From an optimization exercise on the open Yosys and OpenROAD flow, aimed at small area, a short achievable clock period and few clock cycles; shortcuts taken in it are not production practice. RTL that was checked went through simulation tests only; none was proved equivalent to the original. Power is estimated from default activity; no workload was simulated.

yarrow:
==> flow/design.v (excerpt) <==
module hyperloglog_sketch_core (
  input  logic        clk,
  input  logic        rst_n,
  input  logic        in_valid,
  output logic        in_ready,
  input  logic [2:0]  in_opcode,
  input  logic [31:0] in_hash_value,
  input  logic [9:0]  in_reg_index,
  input  logic [4:0]  in_reg_value,
  output logic        out_valid,
  input  logic        out_ready,
  output logic [4:0]  out_read_value,
  output logic [31:0] out_cardinality,
  output logic        out_saturated,
  output logic        out_changed
);
Size in the first run: roughly 9800 cells after synthesis, roughly 3200 flip-flops, ~95 I/O pins, roughly 130000 µm² of cells after synthesis.
Settings: LEC_CHECK=0, CAP_MARGIN=50, CORE_MARGIN=2, CORE_UTILIZATION=30, SETUP_SLACK_MARGIN=5, SLEW_MARGIN=50; clock period 11.0 ns.
standard.sh (not shown) runs the stock make flow with config.mk's settings and CLKGATE_MAP_FILE= SYNTH_SCRIPT=/design/flow/synth_recipe.tcl, a recipe that flattens the netlist after the stock synthesis.
==> flow/flow/run.sh <==
#!/bin/bash
# Layout flow: the standard flow (standard.sh, every ORFS step from
# synthesis to the final layout, unchanged), with one change in how the layout
# is made: the buffers that global placement puts on every input and output
# port are buf_4 cells instead of the default choice.
set -e
export BUFFER_PORTS_ARGS="-buffer_cell sky130_fd_sc_hd__buf_4"
bash standard.sh > standard.log 2>&1
yarrow | status: complete | timing, DRC, antenna: pass
Testbench counts of yarrow, summed over its fixed seeds: cycles 15,227.
Input-level comparison between zinc and yarrow:
-- flow/design.v --
<<< yarrow, line 61
  input  logic        hold,
  input  logic        clear,
  input  logic [40:0] s,
  input  logic [9:0]  z,
>>> zinc, line 61
  input  logic        hold,
  input  logic        clear,
  input  logic        upd,
  input  logic [40:0] s,
  input  logic [9:0]  z,
<<< yarrow, line 69
);
  typedef enum logic [3:0] {
    U_IDLE, U_W1, U_W2, U_W3, U_CMP, U_DIV, U_DFL, U_NEG, U_NORM, U_SQ, U_NEXT, U_PREP,
    U_MUL, U_FIN
  } ustate_t;
>>> zinc, line 70
);
  typedef enum logic [3:0] {
    U_IDLE, U_WAIT, U_CMP, U_DIV, U_DFL, U_NEG, U_NORM, U_SQ, U_NEXT, U_PREP,
    U_MUL, U_FIN
  } ustate_t;
<<< yarrow, line 180
        U_IDLE: begin
          if (req) begin
            state_r <= U_W1;
          end
        end
        U_W1: begin
          state_r <= U_W2;
        end
        U_W2: begin
          state_r <= U_W3;
        end
        U_W3: begin
          state_r <= U_CMP;
        end
        U_CMP: begin
>>> zinc, line 181
        U_IDLE: begin
          if (req) begin
            state_r <= upd ? U_WAIT : U_CMP;
          end
        end
        U_WAIT: begin
          if (!upd) begin
            state_r <= U_CMP;
          end
        end
        U_CMP: begin
<<< yarrow, line 619
    .hold  (cnt_r != 3'd0),
    .clear (est_pop),
    .s     (s_r),
    .z     (z_r),
>>> zinc, line 616
    .hold  (cnt_r != 3'd0),
    .clear (est_pop),
    .upd   (we2_r || dv_r || dvh_r),
    .s     (s_r),
    .z     (z_r),
[summary]
yarrow -> zinc: area taken by multi-input logic gates flat
Relative to yarrow, portion of total power attributed to sequential cells has gone down in zinc.
Looking at clock latency on the worst-skew pair across zinc and yarrow, the one that comes out lower is yarrow.
zinc and yarrow ended up with roughly the same width of the die.
Number of stages on the worst setup path came out exactly the same in zinc and yarrow.
As far as cell area is concerned, yarrow and zinc perform about the same.
Going from yarrow to zinc, placed instance area held; maximum frequency went down 5.1%; starting density of the core held.
zinc went all the way through the flow, and no timing, DRC or antenna check failed.
[compare] base=yarrow new=zinc: minimum clock period climbed 0.22 ns, share of cell area taken by muxes after synthesis barely changed.
Testbench counts of zinc, summed over its fixed seeds: cycles 15,167.

========
== v6 ==
Another version of the RTL of hyperloglog_sketch_core (not shown whole).
Size: ~9800 cells after synthesis, ~3100 flip-flops, roughly 95 I/O pins, about 130000 sq um of cells after synthesis.
==> module hll_div, before the edit <==
module hll_div (
  input  logic        clk,
  input  logic        rst_n,
  input  logic        req,
  input  logic        hold,
  input  logic        clear,
  input  logic [40:0] s,
  input  logic [9:0]  z,
  output logic        push,
  output logic [31:0] card,
  output logic        sat
);
  typedef enum logic [3:0] {
    U_IDLE, U_W1, U_W2, U_CMP, U_DIV, U_NEG, U_NORM, U_SQ, U_NEXT, U_PREP,
    U_MUL, U_FIN
  } ustate_t;
  ustate_t     state_r;
  logic [47:0] q_r;
  logic [41:0] rem_r;
  logic [31:0] frac_r;
  logic [5:0]  n_r;
  logic [5:0]  cnt_r;
  logic [4:0]  bit_r;
  logic        mbit_r;
  logic        large_r;
  logic [2:0]  nd_r;       
  logic        sat_r;
  logic        lin_r;
  logic        top_r;
  logic        lrg_r;
  logic        zn_r;
  logic [11:0] rom_r;
  logic [5:0]  jm_r;       
  logic [5:0]  jm;
  logic [11:0] rom_card;
  logic        done_n;
  logic        push_r;
  logic [31:0] card_r;
  logic        osat_r;
  logic [41:0] rem_sh;
  logic [41:0] dsr;
  logic [42:0] rem_add;
  logic [41:0] rem_nxt;
  logic [31:0] ln2_ext;
  logic [31:0] mplier;
  logic [4:0]  bit_n;
  logic [16:0] sum_lo;
  logic [16:0] sum_hi;
  logic        ph_r;
  logic        cy_r;
  logic [37:0] d;
  logic        r_sat;
  hll_lin_rom u_rom (
    .zeros (z),
    .card  (rom_card)
  );
  always_comb begin
    jm = 6'd0;
    for (int i = 0; i < 41; i++) begin
      if (s[i]) begin
        jm = 6'(i);
      end
    end
  end
  always_ff @(posedge clk) begin
    jm_r  <= jm;
    lin_r <= (s >= hll_pkg::S_LIN);
    top_r <= (s <= hll_pkg::S_TOP);
    lrg_r <= (s <= hll_pkg::S_LARGE);
    zn_r  <= (z != 10'd0);
    rom_r <= rom_card;
  end
  assign rem_sh  = {rem_r[40:0], nd_r[2]};
  assign dsr     = rem_r[41] ? {1'b0, s} : ~{1'b0, s};
  assign rem_add = {rem_sh, 1'b1} + {dsr, !rem_r[41]};
  assign rem_nxt = rem_add[42:1];
  assign ln2_ext = {2'b00, hll_pkg::LN2_Q30};
  assign mplier  = (state_r == U_MUL) ? ln2_ext : q_r[47:16];
  assign bit_n   = bit_r + 5'd1;
  assign sum_lo  = {1'b0, rem_r[25:10]} + (mbit_r ? {1'b0, q_r[31:16]} : 17'd0);
  assign sum_hi  = {1'b0, rem_r[41:26]} + (mbit_r ? {1'b0, q_r[47:32]} : 17'd0)
                   + {16'd0, cy_r};
  assign d       = {6'd48, 32'd0} - {n_r, frac_r};
  assign r_sat   = (rem_r[37:32] != 6'd0);
  always_comb begin
    done_n = 1'b0;
    case (state_r)
      U_CMP:   done_n = !hold && ((lin_r && zn_r) || (!lin_r && top_r));
      U_DIV:   done_n = (cnt_r == 6'd1) && !large_r;
      U_FIN:   done_n = 1'b1;
      default: done_n = 1'b0;
    endcase
  end
  always_ff @(posedge clk) begin
    if (!rst_n) begin
      push_r <= 1'b0;
    end else begin
      push_r <= done_n;
    end
  end
  assign push = push_r;
  always_ff @(posedge clk) begin
    if (!rst_n || clear) begin
      card_r <= '0;
      osat_r <= 1'b0;
    end else if (push_r) begin
      card_r <= q_r[31:0];
      osat_r <= sat_r;
    end
  end
  always_ff @(posedge clk) begin
    if (!rst_n) begin
      state_r   <= U_IDLE;
    end else begin
      case (state_r)
        U_IDLE: begin
          if (req) begin
            state_r <= U_W1;
          end
        end
        U_W1: begin
          state_r <= U_W2;
        end
        U_W2: begin
          state_r <= U_CMP;
        end
        U_CMP: begin
          if (!hold) begin
            sat_r   <= 1'b0;
            q_r     <= '0;
            large_r <= 1'b0;
            nd_r    <= 3'b000;
            if (lin_r && zn_r) begin
              q_r[11:0] <= rom_r;
              state_r   <= U_IDLE;
            end else if (lin_r) begin
              rem_r   <= 42'(hll_pkg::ND >> (7'd65 - {1'b0, jm_r}));
              cnt_r   <= 6'd49 - jm_r;
              state_r <= U_DIV;
            end else if (top_r) begin
              q_r[31:0] <= 32'hFFFF_FFFF;
              sat_r     <= 1'b1;
              state_r   <= U_IDLE;
            end else if (lrg_r) begin
              rem_r   <= {1'b0, hll_pkg::REM47[40:0]};
              cnt_r   <= 6'd48;
              large_r <= 1'b1;
              nd_r    <= 3'b011;
              state_r <= U_DIV;
            end else begin
              rem_r   <= 42'(hll_pkg::ND >> (7'd65 - {1'b0, jm_r}));
              cnt_r   <= 6'd49 - jm_r;
              state_r <= U_DIV;
            end
          end
        end
        U_DIV: begin
          rem_r <= rem_nxt;
          q_r   <= {q_r[46:0], !rem_nxt[41]};
          nd_r  <= {nd_r[1:0], 1'b0};
          cnt_r <= cnt_r - 6'd1;
          if (cnt_r == 6'd1) begin
            state_r <= large_r ? U_NEG : U_IDLE;
          end
        end
        U_NEG: begin
          q_r     <= 48'd0 - q_r;
          n_r     <= 6'd47;
          state_r <= U_NORM;
        end
        U_NORM: begin
          rem_r  <= '0;
          bit_r  <= '0;
          ph_r   <= 1'b0;
          cnt_r  <= 6'd31;
          mbit_r <= q_r[16];
          if (q_r[47]) begin
            state_r <= U_SQ;
          end else begin
            q_r <= q_r << 1;
            n_r <= n_r - 6'd1;
          end
        end
        U_SQ, U_MUL: begin
          ph_r <= !ph_r;
          if (!ph_r) begin
            rem_r[25:10] <= sum_lo[15:0];
            cy_r         <= sum_lo[16];
          end else begin
            rem_r  <= {sum_hi, rem_r[25:10], rem_r[9:1]};
            bit_r  <= bit_n;
            mbit_r <= mplier[bit_n];
            if (bit_r == 5'd31) begin
              state_r <= (state_r == U_MUL) ? U_FIN : U_NEXT;
            end
          end
        end
        U_NEXT: begin
          frac_r     <= {frac_r[30:0], rem_r[41]};
          q_r[47:16] <= rem_r[41] ? rem_r[41:10] : {rem_r[40:10], rem_r[9]};
          mbit_r     <= rem_r[41] ? rem_r[10] : rem_r[9];
          rem_r      <= '0;
          cnt_r      <= cnt_r - 6'd1;
          state_r    <= (cnt_r == 6'd0) ? U_PREP : U_SQ;
        end
        U_PREP: begin
          q_r[47:16] <= {2'b00, d[37:8]};
          mbit_r     <= ln2_ext[0];
          ph_r       <= 1'b0;
          state_r    <= U_MUL;
        end
        U_FIN: begin
          q_r[31:0] <= r_sat ? 32'hFFFF_FFFF : rem_r[31:0];
          sat_r     <= r_sat;
          state_r   <= U_IDLE;
        end
        default: begin
          state_r <= U_IDLE;
        end
      endcase
    end
  end
  assign card = card_r;
  assign sat  = osat_r;
endmodule
Settings: LEC_CHECK=0, CAP_MARGIN=70, CORE_MARGIN=2, CORE_UTILIZATION=30, SETUP_SLACK_MARGIN=5, SLEW_MARGIN=70; clock period 11.0 ns.
run.sh (not shown) runs the stock make flow with config.mk's settings and CLKGATE_MAP_FILE= SYNTH_SCRIPT=/design/flow/synth_recipe.tcl, a recipe that flattens the netlist after the stock synthesis.
Stock flow here: none of the scripts above is used.
Setup changes, v6 to v7
diff --git a/flow/design.v b/flow/design.v
--- a/flow/design.v
+++ b/flow/design.v
@@ -5,11 +5,10 @@
   localparam logic [2:0] OP_READ     = 3'd3;
   localparam logic [2:0] OP_ESTIMATE = 3'd4;
   localparam logic [40:0] S_LIN   = 41'h49b4acbe10;
   localparam logic [40:0] S_LARGE = 41'h00002b2fdd;
   localparam logic [40:0] S_TOP   = 41'h0000017087;
-  localparam logic [64:0] ND      = 65'h1_7087_6000_0000_0000;
   localparam logic [41:0] REM47   = 42'h00000017087;
   localparam logic [41:0] REM43   = 42'h00000170876;
   localparam logic [41:0] REM26   = 42'h02e10ec0000;
   localparam logic [29:0] LN2_Q30 = 30'd744261118;
 endpackage
@@ -84,60 +83,44 @@
   logic        lin_r;
   logic        top_r;
   logic        lrg_r;
   logic        zn_r;
   logic [11:0] rom_r;
-  logic [5:0]  jm_r;       
-  logic [5:0]  jm;
   logic [11:0] rom_card;
   logic        done_n;
   logic        push_r;
   logic [31:0] card_r;
   logic        osat_r;
   logic [41:0] rem_sh;
-  logic [41:0] dsr;
-  logic [42:0] rem_add;
+  logic [41:0] rem_pls;
+  logic [41:0] rem_mns;
   logic [41:0] rem_nxt;
   logic [31:0] ln2_ext;
   logic [31:0] mplier;
   logic [4:0]  bit_n;
-  logic [16:0] sum_lo;
-  logic [16:0] sum_hi;
-  logic        ph_r;
-  logic        cy_r;
+  logic [32:0] sum;
   logic [37:0] d;
   logic        r_sat;
   hll_lin_rom u_rom (
     .zeros (z),
     .card  (rom_card)
   );
-  always_comb begin
-    jm = 6'd0;
-    for (int i = 0; i < 41; i++) begin
-      if (s[i]) begin
-        jm = 6'(i);
-      end
-    end
-  end
   always_ff @(posedge clk) begin
-    jm_r  <= jm;
     lin_r <= (s >= hll_pkg::S_LIN);
     top_r <= (s <= hll_pkg::S_TOP);
     lrg_r <= (s <= hll_pkg::S_LARGE);
     zn_r  <= (z != 10'd0);
     rom_r <= rom_card;
   end
   assign rem_sh  = {rem_r[40:0], nd_r[2]};
-  assign dsr     = rem_r[41] ? {1'b0, s} : ~{1'b0, s};
-  assign rem_add = {rem_sh, 1'b1} + {dsr, !rem_r[41]};
-  assign rem_nxt = rem_add[42:1];
+  assign rem_pls = rem_sh + {1'b0, s};
+  assign rem_mns = rem_sh - {1'b0, s};
+  assign rem_nxt = rem_r[41] ? rem_pls : rem_mns;
   assign ln2_ext = {2'b00, hll_pkg::LN2_Q30};
   assign mplier  = (state_r == U_MUL) ? ln2_ext : q_r[47:16];
   assign bit_n   = bit_r + 5'd1;
-  assign sum_lo  = {1'b0, rem_r[25:10]} + (mbit_r ? {1'b0, q_r[31:16]} : 17'd0);
-  assign sum_hi  = {1'b0, rem_r[41:26]} + (mbit_r ? {1'b0, q_r[47:32]} : 17'd0)
-                   + {16'd0, cy_r};
+  assign sum     = {1'b0, rem_r[41:10]} + (mbit_r ? {1'b0, q_r[47:16]} : 33'd0);
   assign d       = {6'd48, 32'd0} - {n_r, frac_r};
   assign r_sat   = (rem_r[37:32] != 6'd0);
   always_comb begin
     done_n = 1'b0;
     case (state_r)
@@ -188,12 +171,12 @@
             nd_r    <= 3'b000;
             if (lin_r && zn_r) begin
               q_r[11:0] <= rom_r;
               state_r   <= U_IDLE;
             end else if (lin_r) begin
-              rem_r   <= 42'(hll_pkg::ND >> (7'd65 - {1'b0, jm_r}));
-              cnt_r   <= 6'd49 - jm_r;
+              rem_r   <= {1'b0, hll_pkg::REM26[40:0]};
+              cnt_r   <= 6'd11;
               state_r <= U_DIV;
             end else if (top_r) begin
               q_r[31:0] <= 32'hFFFF_FFFF;
               sat_r     <= 1'b1;
               state_r   <= U_IDLE;
@@ -202,12 +185,12 @@
               cnt_r   <= 6'd48;
               large_r <= 1'b1;
               nd_r    <= 3'b011;
               state_r <= U_DIV;
             end else begin
-              rem_r   <= 42'(hll_pkg::ND >> (7'd65 - {1'b0, jm_r}));
-              cnt_r   <= 6'd49 - jm_r;
+              rem_r   <= {1'b0, hll_pkg::REM43[40:0]};
+              cnt_r   <= 6'd28;
               state_r <= U_DIV;
             end
           end
         end
         U_DIV: begin
@@ -225,32 +208,25 @@
           state_r <= U_NORM;
         end
         U_NORM: begin
           rem_r  <= '0;
           bit_r  <= '0;
-          ph_r   <= 1'b0;
           cnt_r  <= 6'd31;
           mbit_r <= q_r[16];
           if (q_r[47]) begin
             state_r <= U_SQ;
           end else begin
             q_r <= q_r << 1;
             n_r <= n_r - 6'd1;
           end
         end
         U_SQ, U_MUL: begin
-          ph_r <= !ph_r;
-          if (!ph_r) begin
-            rem_r[25:10] <= sum_lo[15:0];
-            cy_r         <= sum_lo[16];
-          end else begin
-            rem_r  <= {sum_hi, rem_r[25:10], rem_r[9:1]};
-            bit_r  <= bit_n;
-            mbit_r <= mplier[bit_n];
-            if (bit_r == 5'd31) begin
-              state_r <= (state_r == U_MUL) ? U_FIN : U_NEXT;
-            end
+          rem_r  <= {sum, rem_r[9:1]};
+          bit_r  <= bit_n;
+          mbit_r <= mplier[bit_n];
+          if (bit_r == 5'd31) begin
+            state_r <= (state_r == U_MUL) ? U_FIN : U_NEXT;
           end
         end
         U_NEXT: begin
           frac_r     <= {frac_r[30:0], rem_r[41]};
           q_r[47:16] <= rem_r[41] ? rem_r[41:10] : {rem_r[40:10], rem_r[9]};
@@ -260,11 +236,10 @@
           state_r    <= (cnt_r == 6'd0) ? U_PREP : U_SQ;
         end
         U_PREP: begin
           q_r[47:16] <= {2'b00, d[37:8]};
           mbit_r     <= ln2_ext[0];
-          ph_r       <= 1'b0;
           state_r    <= U_MUL;
         end
         U_FIN: begin
           q_r[31:0] <= r_sat ? 32'hFFFF_FFFF : rem_r[31:0];
           sat_r     <= r_sat;
[summary]
Against v6 as the reference, v7 delivers a lower global-route wire length before repair.
v6 has higher clock share of power than v7.
Final routed wirelength across all metal layers: v7 vs v6 down about 2%
Number of max-slew violations in the final report: v7 vs v6 identical
Taking v6 as the reference, in v7 utilization has remained practically unchanged; area of placed instances has decreased; mux cell area share after synthesis has remained practically unchanged; post-detailed-placement half-perimeter wirelength has decreased; number of fill cells in the layout has decreased.
No functional check of the RTL was part of any run of this note.

==> separate check: timing with driven ports <==
No port has a modelled driver above. Below, the same layouts with a new extraction and two added sets of constraints. Step 1: set_driving_cell puts a clkbuf_16 on clk and a buf_2 on each other input, an assumption about the parent block. Step 2 also shifts input and output timing later by t, the mid clock arrival at the registers, as if the neighbouring blocks saw the same clock. Slacks: ideal ports / drivers / drivers and shift; pairs: ideal ports / drivers.
run | t (ns) | setup WS [ns] | clock arrival spread, ns | pins driven straight from the clock port
yarrow | 0.972 | 6.967 / 6.967 / 6.485 | 0.109 / 0.109 | 1
zinc | 1.021 | 6.749 / 6.749 / 6.371 | 0.105 / 0.104 | 1
v6 | 0.965 | 6.630 / 6.526 / 6.129 | 0.110 / 0.111 | 1
v7 | 0.968 | 5.789 / 5.789 / 5.789 | 0.121 / 0.121 | 1
After both steps every run listed still meets setup and hold. For v6, which loses most, drivers alone change the setup slack by -0.104 ns; drivers and shift together by -0.501 ns.
